This design comes from an exercise in tuning for small area, a short achievable clock period and few clock cycles per item on the open sky130 flow, not from production work.
No activity file was given, so power comes from the tool's default toggle rates.

== 07-08 ==
==> module ahb3_sram_sp, before the edit <==
module ahb3_sram_sp (
  input  logic                clk,
  input  logic                arst_n_i,
  input  logic                wr_take_i,    
  input  ahb3_pkg::addr_t     haddr_i,
  input  ahb3_pkg::hsize_e    hsize_i,
  input  ahb3_pkg::word_t     hwdata_i,
  input  logic                ovr_i,
  input  ahb3_pkg::word_t     ovr_data_i,
  output ahb3_pkg::word_t     rdata_o
);
  localparam int unsigned LANES = 32 / 8;
  localparam int unsigned OFF_W = $clog2(LANES);
  localparam int unsigned WORDS = 1024 / LANES;
  localparam int unsigned IDX_W = $clog2(WORDS);
  logic [IDX_W-1:0] a_idx;
  logic [LANES-1:0] addr_be;
  logic [IDX_W-1:0] dp_idx;
  logic [LANES-1:0] dp_wbe;     
  logic             hit;
  logic [LANES-1:0] alt_sel;    
  ahb3_pkg::word_t  alt_data;
  logic [32-1:0][1:0] half_n;     
  logic [32-1:0][1:0] half_n_q;
  assign a_idx = haddr_i[IDX_W+OFF_W-1:OFF_W];
  always_comb begin
    case (hsize_i)
      ahb3_pkg::BYTE: addr_be = LANES'(1) << haddr_i[OFF_W-1:0];
      ahb3_pkg::HALF: addr_be = LANES'(3) << {haddr_i[OFF_W-1:1], 1'b0};
      ahb3_pkg::WORD: addr_be = '1;
      default:        addr_be = '0;
    endcase
  end
  always_ff @(posedge clk or negedge arst_n_i) begin
    if (!arst_n_i) begin
      dp_wbe <= '0;
    end else begin
      dp_wbe <= wr_take_i ? addr_be : '0;
    end
  end
  always_ff @(posedge clk) begin
    dp_idx <= a_idx;
  end
  for (genvar l = 0; l < LANES; l++) begin : g_lane
    ahb3_sram_lane #(.IDX_W(IDX_W)) u_lane (
      .clk      (clk),
      .we_i     (dp_wbe[l]),
      .wdata_i  (hwdata_i[8*l +: 8]),
      .a_idx_i  (a_idx),
      .alt_i    (alt_sel[l]),
      .alt_d_i  (alt_data[8*l +: 8]),
      .half_n_o (half_n[8*l +: 8])
    );
  end
  assign hit = (dp_idx == a_idx);
  always_comb begin
    for (int i = 0; i < LANES; i++) begin
      alt_sel[i]         = ovr_i || (hit && dp_wbe[i]);
      alt_data[8*i +: 8] = ovr_i ? ovr_data_i[8*i +: 8] : hwdata_i[8*i +: 8];
    end
  end
  always_ff @(posedge clk) begin
    half_n_q <= half_n;
  end
  always_comb begin
    for (int b = 0; b < 32; b++) begin
      rdata_o[b] = !(&half_n_q[b]);
    end
  end
endmodule
==> module ahb3_sram_lane, before the edit <==
module ahb3_sram_lane #(
  parameter int unsigned IDX_W = 8
) (
  input  logic              clk,
  input  logic              we_i,        
  input  logic [7:0]        wdata_i,
  input  logic [IDX_W-1:0]  a_idx_i,     
  input  logic              alt_i,       
  input  logic [7:0]        alt_d_i,
  output logic [7:0][1:0]   half_n_o     
);
  localparam int unsigned COL_W = IDX_W / 2;
  localparam int unsigned ROW_W = IDX_W - COL_W;
  localparam int unsigned COLS  = 1 << COL_W;
  localparam int unsigned ROWS  = 1 << ROW_W;
  logic [IDX_W-1:0] dp_idx;    
  logic [COLS-1:0] a_col;      
  logic [ROWS-1:0] a_row;
  logic [COLS-1:0] dp_col_n;   
  logic [ROWS-1:0] dp_row_we_n;
  always_comb begin
    for (int c = 0; c < COLS; c++) a_col[c] = (a_idx_i[COL_W-1:0] == COL_W'(c));
    for (int r = 0; r < ROWS; r++) a_row[r] = (a_idx_i[IDX_W-1:COL_W] == ROW_W'(r));
    for (int c = 0; c < COLS; c++) dp_col_n[c] = (dp_idx[COL_W-1:0] != COL_W'(c));
    for (int r = 0; r < ROWS; r++) dp_row_we_n[r] = !(we_i && dp_idx[IDX_W-1:COL_W] == ROW_W'(r));
  end
  always_ff @(posedge clk) begin
    dp_idx <= a_idx_i;
  end
  logic [ROWS-1:0][7:0] none;
  for (genvar r = 0; r < ROWS; r++) begin : g_row
    ahb3_sram_row #(
      .COLS (COLS),
      .LANES(1)
    ) u_row (
      .clk        (clk),
      .lane_we_n_i(dp_row_we_n[r]),
      .col_we_n_i (dp_col_n),
      .wdata_i    (wdata_i),
      .col_i      (a_col),
      .row_i      (a_row[r]),
      .none_o     (none[r])
    );
  end
  for (genvar b = 0; b < 8; b++) begin : g_bit
    logic [ROWS-1:0] none_rows;
    for (genvar r = 0; r < ROWS; r++) begin : g_r
      assign none_rows[r] = none[r][b];
    end
    ahb3_sram_or_tree #(.N(ROWS)) u_tree (
      .none_i (none_rows),
      .alt_i  (alt_i),
      .alt_d_i(alt_d_i[b]),
      .half_n_o(half_n_o[b])
    );
  end
endmodule
==> module ahb3_sram_or_tree, before the edit <==
module ahb3_sram_or_tree #(
  parameter int unsigned N = 16
) (
  input  logic [N-1:0] none_i,
  input  logic         alt_i,
  input  logic         alt_d_i,
  output logic [1:0]   half_n_o
);
  logic [N/4-1:0] some;
  for (genvar q = 0; q < N / 4; q++) begin : g_quad
    ahb3_sram_nand4 u_quad (.a(none_i[4*q +: 4]), .y(some[q]));
  end
  assign half_n_o[0] = alt_i ? !alt_d_i : !(|some[N/8-1:0]);
  assign half_n_o[1] = alt_i ? !alt_d_i : !(|some[N/4-1:N/8]);
endmodule
==> module ahb3_sram_sel8, before the edit <==
module ahb3_sram_sel8 (
  input  logic [7:0] sel_i,
  input  logic [7:0] d_i,
  output logic       y
);
  logic [3:0] pair_n;
  for (genvar p = 0; p < 4; p++) begin : g_pair
    assign pair_n[p] = !((sel_i[2*p] & d_i[2*p]) | (sel_i[2*p+1] & d_i[2*p+1]));
  end
  assign y = !(&pair_n);
endmodule
==> flow/config.mk <==
export PLATFORM = sky130hd
export DESIGN_NAME = ahb3_tile
export DESIGN_NICKNAME = ahb3_tile
export VERILOG_FILES = /design/flow/design.v
export SDC_FILE = /design/flow/constraint.sdc
export NUM_CORES = 8
export LEC_CHECK = 0
export CAP_MARGIN = 20
export CORE_MARGIN = 2
export CORE_UTILIZATION = 75
export GPL_ROUTABILITY_DRIVEN = 0
export PLACE_DENSITY = 0.82
export SETUP_SLACK_MARGIN = 4.0
export SLEW_MARGIN = 20
export SYNTH_HIERARCHICAL = 1
export SYNTH_MEMORY_MAX_BITS = 16384
==> flow/constraint.sdc <==
create_clock -name core_clock -period 7.0 [get_ports {clk}]
set_input_delay 1.4000 -clock core_clock [delete_from_list [all_inputs] [get_ports {clk}]]
set_output_delay 1.4000 -clock core_clock [all_outputs]
set_load 0.01 [all_outputs]
standard.sh (not shown) runs the stock make flow with config.mk's settings and CLKGATE_MAP_FILE= SYNTH_SCRIPT=/design/flow/synth_recipe.tcl, a recipe that flattens the netlist after the stock synthesis.
==> flow/flow/run.sh <==
#!/bin/bash
# The standard layout (standard.sh), with three changes:
#  - the port buffers are plain buffers instead of delay cells,
#  - repair may swap a cell for one of another footprint (so a slow buffer
#    can become a fast one),
#  - clock tree leaves drive larger clusters, and no dummy loads are added.
# Each ORFS step keeps its own log under orfs/logs/; make's output is in
# flow.log.
set -euo pipefail
bash standard.sh \
  BUFFER_PORTS_ARGS="-buffer_cell sky130_fd_sc_hd__buf_4" \
  MATCH_CELL_FOOTPRINT=0 \
  CTS_ARGS="-sink_clustering_enable -repair_clock_nets -dont_use_dummy_load -sink_clustering_size 22 -sink_clustering_max_diameter 60" \
  finish > flow.log 2>&1
07-08: done, clean on timing, DRC and antenna
Setup changes, 07-08 to 08-26
--- a/flow/design.v
+++ b/flow/design.v
@@ -117,10 +117,12 @@
   logic             hit;
   logic [LANES-1:0] alt_sel;    
   ahb3_pkg::word_t  alt_data;
   logic [32-1:0][1:0] half_n;     
   logic [32-1:0][1:0] half_n_q;
+  ahb3_pkg::word_t  alt_n;      
+  ahb3_pkg::word_t  alt_n_q;
   assign a_idx = haddr_i[IDX_W+OFF_W-1:OFF_W];
   always_comb begin
     case (hsize_i)
       ahb3_pkg::BYTE: addr_be = LANES'(1) << haddr_i[OFF_W-1:0];
       ahb3_pkg::HALF: addr_be = LANES'(3) << {haddr_i[OFF_W-1:1], 1'b0};
@@ -139,31 +141,32 @@
     dp_idx <= a_idx;
   end
   for (genvar l = 0; l < LANES; l++) begin : g_lane
     ahb3_sram_lane #(.IDX_W(IDX_W)) u_lane (
       .clk      (clk),
-      .we_i     (dp_wbe[l]),
+      .we_i     (wr_take_i && addr_be[l]),
       .wdata_i  (hwdata_i[8*l +: 8]),
       .a_idx_i  (a_idx),
       .alt_i    (alt_sel[l]),
-      .alt_d_i  (alt_data[8*l +: 8]),
       .half_n_o (half_n[8*l +: 8])
     );
   end
   assign hit = (dp_idx == a_idx);
   always_comb begin
     for (int i = 0; i < LANES; i++) begin
       alt_sel[i]         = ovr_i || (hit && dp_wbe[i]);
       alt_data[8*i +: 8] = ovr_i ? ovr_data_i[8*i +: 8] : hwdata_i[8*i +: 8];
+      alt_n[8*i +: 8]    = ~({8{alt_sel[i]}} & alt_data[8*i +: 8]);
     end
   end
   always_ff @(posedge clk) begin
     half_n_q <= half_n;
+    alt_n_q  <= alt_n;
   end
   always_comb begin
     for (int b = 0; b < 32; b++) begin
-      rdata_o[b] = !(&half_n_q[b]);
+      rdata_o[b] = !(alt_n_q[b] && half_n_q[b][0] && half_n_q[b][1]);
     end
   end
 endmodule
 module ahb3_sram_lane #(
   parameter int unsigned IDX_W = 8
@@ -171,30 +174,27 @@
   input  logic              clk,
   input  logic              we_i,        
   input  logic [7:0]        wdata_i,
   input  logic [IDX_W-1:0]  a_idx_i,     
   input  logic              alt_i,       
-  input  logic [7:0]        alt_d_i,
   output logic [7:0][1:0]   half_n_o     
 );
   localparam int unsigned COL_W = IDX_W / 2;
   localparam int unsigned ROW_W = IDX_W - COL_W;
   localparam int unsigned COLS  = 1 << COL_W;
   localparam int unsigned ROWS  = 1 << ROW_W;
-  logic [IDX_W-1:0] dp_idx;    
   logic [COLS-1:0] a_col;      
   logic [ROWS-1:0] a_row;
   logic [COLS-1:0] dp_col_n;   
   logic [ROWS-1:0] dp_row_we_n;
   always_comb begin
     for (int c = 0; c < COLS; c++) a_col[c] = (a_idx_i[COL_W-1:0] == COL_W'(c));
     for (int r = 0; r < ROWS; r++) a_row[r] = (a_idx_i[IDX_W-1:COL_W] == ROW_W'(r));
-    for (int c = 0; c < COLS; c++) dp_col_n[c] = (dp_idx[COL_W-1:0] != COL_W'(c));
-    for (int r = 0; r < ROWS; r++) dp_row_we_n[r] = !(we_i && dp_idx[IDX_W-1:COL_W] == ROW_W'(r));
   end
   always_ff @(posedge clk) begin
-    dp_idx <= a_idx_i;
+    dp_col_n    <= ~a_col;
+    dp_row_we_n <= ~({ROWS{we_i}} & a_row);
   end
   logic [ROWS-1:0][7:0] none;
   for (genvar r = 0; r < ROWS; r++) begin : g_row
     ahb3_sram_row #(
       .COLS (COLS),
@@ -215,11 +215,10 @@
       assign none_rows[r] = none[r][b];
     end
     ahb3_sram_or_tree #(.N(ROWS)) u_tree (
       .none_i (none_rows),
       .alt_i  (alt_i),
-      .alt_d_i(alt_d_i[b]),
       .half_n_o(half_n_o[b])
     );
   end
 endmodule
 module ahb3_sram_row #(
@@ -259,30 +258,36 @@
 module ahb3_sram_or_tree #(
   parameter int unsigned N = 16
 ) (
   input  logic [N-1:0] none_i,
   input  logic         alt_i,
-  input  logic         alt_d_i,
   output logic [1:0]   half_n_o
 );
   logic [N/4-1:0] some;
   for (genvar q = 0; q < N / 4; q++) begin : g_quad
     ahb3_sram_nand4 u_quad (.a(none_i[4*q +: 4]), .y(some[q]));
   end
-  assign half_n_o[0] = alt_i ? !alt_d_i : !(|some[N/8-1:0]);
-  assign half_n_o[1] = alt_i ? !alt_d_i : !(|some[N/4-1:N/8]);
+  assign half_n_o[0] = alt_i || !(|some[N/8-1:0]);
+  assign half_n_o[1] = alt_i || !(|some[N/4-1:N/8]);
 endmodule
 module ahb3_sram_sel8 (
   input  logic [7:0] sel_i,
   input  logic [7:0] d_i,
   output logic       y
 );
-  logic [3:0] pair_n;
-  for (genvar p = 0; p < 4; p++) begin : g_pair
-    assign pair_n[p] = !((sel_i[2*p] & d_i[2*p]) | (sel_i[2*p+1] & d_i[2*p+1]));
-  end
-  assign y = !(&pair_n);
+  logic [2:0] grp_n;
+  ahb3_sram_a222oi u_g0 (.s(sel_i[2:0]), .d(d_i[2:0]), .y(grp_n[0]));
+  ahb3_sram_a222oi u_g1 (.s(sel_i[5:3]), .d(d_i[5:3]), .y(grp_n[1]));
+  assign grp_n[2] = !((sel_i[6] & d_i[6]) | (sel_i[7] & d_i[7]));
+  assign y = !(&grp_n);
+endmodule
+module ahb3_sram_a222oi (
+  input  logic [2:0] s,
+  input  logic [2:0] d,
+  output logic       y
+);
+  assign y = !(|(s & d));
 endmodule
 module ahb3_sram_a22oi (
   input  logic a1, a2, b1, b2,
   output logic y
 );
Findings:
- 08-26 closes out successfully: all stages finished, all timing, DRC and antenna checks passed.
- On fraction of power consumed by the clock network: 08-26 sits above 07-08.
- The post-placement cell count in 08-26 was lower than what 07-08 gave.
- Looking at wire length across both flows, 08-26 is the weaker of the two, with 07-08 ahead.
- 08-26 against 07-08: post-CTS resize count went down by about 30%, count of plain and timing-repair buffers in the layout went down by about 3%, wire length of the first global-routing pass was more or less identical, number of vias in the routed layout was more or less identical.
No functional check of the RTL was part of any run of this note.

[port drivers added, routing unchanged]
How much do the figures lean on ideal ports? The routed layouts below were timed once more, with nothing changed but the port constraints.
Step 1: set_driving_cell puts a clkbuf_16 on clk and a buf_2 on each other input, an assumption about the parent block.
Step 2 adds t to the input delays and takes it off the output delays; t is the mean of the earliest and latest rising clock arrival at the registers after step 1. Input paths then give back, and output paths get back, about the clock's delay inside the block.
Slacks: no drivers / after step 1 / after step 2; pairs: no drivers / after step 1.
run | shift t [ns] | setup slack, ns | clock arrival spread, ns | pins driven straight from the clock port
07-08 | 1.138 | 3.648 / 3.494 / 2.356 | 0.114 / 0.114 | 1
08-26 | 1.179 | 3.647 / 3.442 / 2.263 | 0.097 / 0.097 | 1
After both steps every run listed still meets setup and hold. For 08-26, which loses most, drivers alone change the setup slack by -0.205 ns; drivers and shift together by -1.384 ns.
